This design comes from an exercise in tuning for small area, a short achievable clock period and few clock cycles per item on the open sky130 flow, not from production work. Function was checked by simulation only, so behaviour that the tests miss may differ from the original. No activity file was given, so power comes from the tool's default toggle rates.

==> trial 62 <==
## gnn_mlp_4x4x2
module gnn_mlp_4x4x2 #(
  parameter int IN_W  = 5,
  parameter int HID_W = 11,
  parameter int OUT_W = 17
) (
  input  logic                    clk,
  input  logic                    rst_n,
  input  logic                    in_ready,
  input  logic signed [IN_W-1:0]  x0,
  input  logic signed [IN_W-1:0]  x1,
  input  logic signed [IN_W-1:0]  x2,
  input  logic signed [IN_W-1:0]  x3,
  input  logic signed [IN_W-1:0]  w04,
  input  logic signed [IN_W-1:0]  w14,
  input  logic signed [IN_W-1:0]  w24,
  input  logic signed [IN_W-1:0]  w34,
  input  logic signed [IN_W-1:0]  w05,
  input  logic signed [IN_W-1:0]  w15,
  input  logic signed [IN_W-1:0]  w25,
  input  logic signed [IN_W-1:0]  w35,
  input  logic signed [IN_W-1:0]  w06,
  input  logic signed [IN_W-1:0]  w16,
  input  logic signed [IN_W-1:0]  w26,
  input  logic signed [IN_W-1:0]  w36,
  input  logic signed [IN_W-1:0]  w07,
  input  logic signed [IN_W-1:0]  w17,
  input  logic signed [IN_W-1:0]  w27,
  input  logic signed [IN_W-1:0]  w37,
  input  logic signed [IN_W-1:0]  w48,
  input  logic signed [IN_W-1:0]  w58,
  input  logic signed [IN_W-1:0]  w68,
  input  logic signed [IN_W-1:0]  w78,
  input  logic signed [IN_W-1:0]  w49,
  input  logic signed [IN_W-1:0]  w59,
  input  logic signed [IN_W-1:0]  w69,
  input  logic signed [IN_W-1:0]  w79,
  output logic signed [OUT_W-1:0] out0,
  output logic signed [OUT_W-1:0] out1,
  output logic                    out0_ready,
  ...
clock: 8.0 ns
lec_check: 0
cap_margin: 20
core_margin: 2
core_utilization: 40
slew_margin: 20
standard.sh (not shown) runs the stock make flow with config.mk's settings and CLKGATE_MAP_FILE= SYNTH_SCRIPT=/design/flow/synth_recipe.tcl, a recipe that flattens the netlist after the stock synthesis.
==> flow/flow/run.sh <==
#!/bin/bash
# Standard layout, with these changes:
#  - the full adders the RTL spells out (sum = a ^ b ^ c, carry = majority) are given to
#    synthesis as sky130 full-adder cells, so the adder trees keep the structure written;
#  - ports are buffered with buf_2 instead of the default delay buffer.
set -euo pipefail
python3 flow/fa_cells.py design.v design_fa.v > fa_cells.log 2>&1
bash standard.sh VERILOG_FILES="$PWD/design_fa.v" \
  BUFFER_PORTS_ARGS="-buffer_cell sky130_fd_sc_hd__buf_2" finish > standard.log 2>&1
==> flow/flow/fa_cells.py <==
#!/usr/bin/env python3
"""Rewrite full adders (and half adders  wire S = A ^ B;  wire CO = A & B;) written as  wire S = A ^ B ^ C;  wire CO = (A & B) | (A & C) | (B & C);
into sky130 full-adder cell instances, so that synthesis keeps the adder trees as written.
Usage: fa_cells.py IN.v OUT.v"""
import re, sys
src = open(sys.argv[1]).read().split('\n')
out = []
n = 0
i = 0
rs = re.compile(r'^\s*wire\s+(\S+)\s*=\s*(\S+)\s*\^\s*(\S+)\s*\^\s*(\S+)\s*;\s*$')
rhs = re.compile(r'^\s*wire\s+(\S+)\s*=\s*(\S+)\s*\^\s*(\S+)\s*;\s*$')
rhc = re.compile(r'^\s*wire\s+(\S+)\s*=\s*(\S+)\s*&\s*(\S+)\s*;\s*$')
rc = re.compile(r'^\s*wire\s+(\S+)\s*=\s*\((\S+)\s*&\s*(\S+)\)\s*\|\s*\((\S+)\s*&\s*(\S+)\)\s*\|\s*\((\S+)\s*&\s*(\S+)\)\s*;\s*$')
while i < len(src):
    m1 = rs.match(src[i])
    m2 = rc.match(src[i + 1]) if m1 and i + 1 < len(src) else None
    if m1 and m2:
        s, a, b, c = m1.groups()
        co = m2.group(1)
        assert m2.groups()[1:] == (a, b, a, c, b, c), src[i:i+2]
        n += 1
        out.append(f'  wire {s}, {co};')
        out.append(f'  sky130_fd_sc_hd__fa_1 bfa_{n} (.A({a}), .B({b}), .CIN({c}), .SUM({s}), .COUT({co}));')
        i += 2
    elif rhs.match(src[i]) and i + 1 < len(src) and rhc.match(src[i + 1]) \
            and rhs.match(src[i]).groups()[1:] == rhc.match(src[i + 1]).groups()[1:]:
        s, a, b = rhs.match(src[i]).groups()
        co = rhc.match(src[i + 1]).group(1)
        n += 1
        out.append(f'  wire {s}, {co};')
        out.append(f'  sky130_fd_sc_hd__ha_1 bha_{n} (.A({a}), .B({b}), .SUM({s}), .COUT({co}));')
        i += 2
    else:
        out.append(src[i])
        i += 1
open(sys.argv[2], 'w').write('\n'.join(out))
sys.stderr.write(f'{n} adder cells mapped\n')
==> build 19 (differences from trial 62) <==
==> flow/flow/run.sh (replaced) <==
#!/bin/bash
# Standard layout, with these changes:
#  - the full adders the RTL spells out (sum = a ^ b ^ c, carry = majority) are given to
#    synthesis as sky130 full-adder cells, so the adder trees keep the structure written;
#  - ports are buffered with buf_1 instead of the default delay buffer.
set -euo pipefail
python3 flow/fa_cells.py design.v design_fa.v > fa_cells.log 2>&1
bash standard.sh VERILOG_FILES="$PWD/design_fa.v" \
  BUFFER_PORTS_ARGS="-buffer_cell sky130_fd_sc_hd__buf_1" finish > standard.log 2>&1
--- a/flow/config.mk
+++ b/flow/config.mk
@@ -8,4 +8,7 @@
 export CAP_MARGIN = 20
 export CORE_MARGIN = 2
 export CORE_UTILIZATION = 40
+export CTS_CLUSTER_DIAMETER = 100
+export CTS_CLUSTER_SIZE = 25
+export SETUP_SLACK_MARGIN = 4.8
 export SLEW_MARGIN = 20
==> trial 86 (differences from trial 62) <==
==> flow/flow/run.sh (replaced) <==
#!/bin/bash
# Standard layout, with these changes:
#  - the full adders the RTL spells out (sum = a ^ b ^ c, carry = majority) are given to
#    synthesis as sky130 full-adder cells, so the adder trees keep the structure written;
#  - ports are buffered with buf_1 instead of the default delay buffer.
set -euo pipefail
python3 flow/fa_cells.py design.v design_fa.v > fa_cells.log 2>&1
bash standard.sh VERILOG_FILES="$PWD/design_fa.v" \
  BUFFER_PORTS_ARGS="-buffer_cell sky130_fd_sc_hd__buf_1" finish > standard.log 2>&1
--- a/flow/config.mk
+++ b/flow/config.mk
@@ -7,5 +7,8 @@
 export LEC_CHECK = 0
 export CAP_MARGIN = 20
 export CORE_MARGIN = 2
-export CORE_UTILIZATION = 40
+export CORE_UTILIZATION = 60
+export CTS_CLUSTER_DIAMETER = 100
+export CTS_CLUSTER_SIZE = 25
+export SETUP_SLACK_MARGIN = 4.8
 export SLEW_MARGIN = 20
==> trial 89 (differences from trial 62) <==
==> flow/flow/run.sh (replaced) <==
#!/bin/bash
# Standard layout, with these changes:
#  - the full adders the RTL spells out (sum = a ^ b ^ c, carry = majority) are given to
#    synthesis as sky130 full-adder cells, so the adder trees keep the structure written;
#  - ports are buffered with buf_1 instead of the default delay buffer.
set -euo pipefail
python3 flow/fa_cells.py design.v design_fa.v > fa_cells.log 2>&1
bash standard.sh VERILOG_FILES="$PWD/design_fa.v" \
  BUFFER_PORTS_ARGS="-buffer_cell sky130_fd_sc_hd__buf_1" finish > standard.log 2>&1
--- a/flow/config.mk
+++ b/flow/config.mk
@@ -5,7 +5,11 @@
 export SDC_FILE = /design/flow/constraint.sdc
 export NUM_CORES = 4
 export LEC_CHECK = 0
+export ABC_AREA = 1
 export CAP_MARGIN = 20
 export CORE_MARGIN = 2
 export CORE_UTILIZATION = 40
+export CTS_CLUSTER_DIAMETER = 100
+export CTS_CLUSTER_SIZE = 25
+export SETUP_SLACK_MARGIN = 4.9
 export SLEW_MARGIN = 20
==> results.txt <==
- In trial 86 the combinational power is smaller than in trial 89, by about 10%.
- The lowest global-route usage belongs to trial 62, the highest to trial 86.
- Between trial 62 and trial 86, the lower routed wire length is in trial 62 (gap about 1.9%, measured against trial 86).
- Cell area is about the same in trial 62 and build 19.
- Of trial 62 and trial 86, trial 86 has the higher worst setup slack (gap 0.75 ns).
- Sequential power is about the same in build 19 and trial 86.
- Between trial 89 and trial 62, the lower register-to-register slack is in trial 62 (gap 0.81 ns).
- Hold slack: trial 62 > trial 89 > build 19 > trial 86.
- In synthesized area, trial 62 and trial 86 do not differ.
==> figures <==
item                                                                                 trial 89               build 19               trial 86               trial 62
Total instance count after detailed placement                                            4244                   3657                   3294                   3655
Count of buffering cells on the critical path with inverters included                       1                      0                      1                      0
Cell row count                                                                            103                    101                     82                    101
Least-Margin Pin Slew                                                                0.412 ns               0.651 ns               0.745 ns                1.18 ns
Final instance area                                                                36600 um^2             34500 um^2             34100 um^2             34400 um^2
Destination of the worst hold path                                                  v_r13[31]              v_r13[17]               v_r13[1]               v_r13[7]
Total number of cells along the worst setup path                                            7                      6                      7                      6
Met2 demand-to-capacity share in global routing                                         35.3%                  35.4%                  49.6%                  34.8%
Filler instances                                                                         7380                   6970                   3765                   6928
Non-clock buffer area fraction after layout                                             6.17%                  4.50%                  5.23%                  2.74%
Power share of the clock group                                                           9.7%                  10.7%                   8.9%                  16.3%
Aggregate global-route resource usage                                                   21.0%                  20.9%                  30.6%                  20.7%
Total combinational power                                                             11.3 mW                9.95 mW                10.1 mW                9.76 mW
Launch instance of the worst min-delay path                                          v_r8[31]               v_r8[17]                v_r8[1]                v_r8[7]
Met1 demand-to-capacity share in global routing                                         27.0%                  27.6%                  40.9%                  26.4%
Cell mode on critical path                                              sky130_fd_sc_hd__fa_2  sky130_fd_sc_hd__fa_1  sky130_fd_sc_hd__fa_2  sky130_fd_sc_hd__fa_1
Metal1 wirelength                                                                    34000 um               32000 um               30400 um               31500 um
Status                                                               timing/DRC/antenna clean  timing/DRC/antenna clean  timing/DRC/antenna clean  timing/DRC/antenna clean
Post-synthesis share of cell area spent on and, or, nand and nor gates                  14.4%                  13.9%                  13.9%                  13.9%
Share of the clock period used by the worst path                                        39.1%                  39.9%                  39.9%                  49.3%
Testbench counts of trial 62, summed over its fixed seeds: cycles 16,040, items 16,000.
Testbench counts of build 19, summed over its fixed seeds: cycles 16,040, items 16,000.
Testbench counts of trial 86, summed over its fixed seeds: cycles 16,040, items 16,000.
Testbench counts of trial 89, summed over its fixed seeds: cycles 16,040, items 16,000.

-- afterwards: timing with drivers on the ports --
The flow's constraints put no driver on any port. The routed layouts listed below were extracted and timed again, unchanged, in two steps. Step 1: set_driving_cell puts a clkbuf_16 on clk and a buf_2 on each other input, an assumption about the parent block. Step 2 times the ports against the registers' clock, not the clock port: input delays grow and output delays shrink by t, the midpoint of the rising clock arrivals with the driver on. a / b / c = ideal ports / drivers / drivers and shift; a / b = the first two.
run	t, ns	setup WS [ns]	slew at the worst register clock pin (ns)	pins driven straight from the clock port
trial 62	0.692	4.055 / 4.055 / 4.055	0.07 / 0.07	1
build 19	0.689	4.812 / 4.812 / 4.812	0.10 / 0.10	1
trial 86	0.651	4.809 / 4.809 / 4.809	0.10 / 0.10	1
trial 89	0.677	4.869 / 4.869 / 4.869	0.10 / 0.10	1
After both steps setup and hold are still met in every run listed.
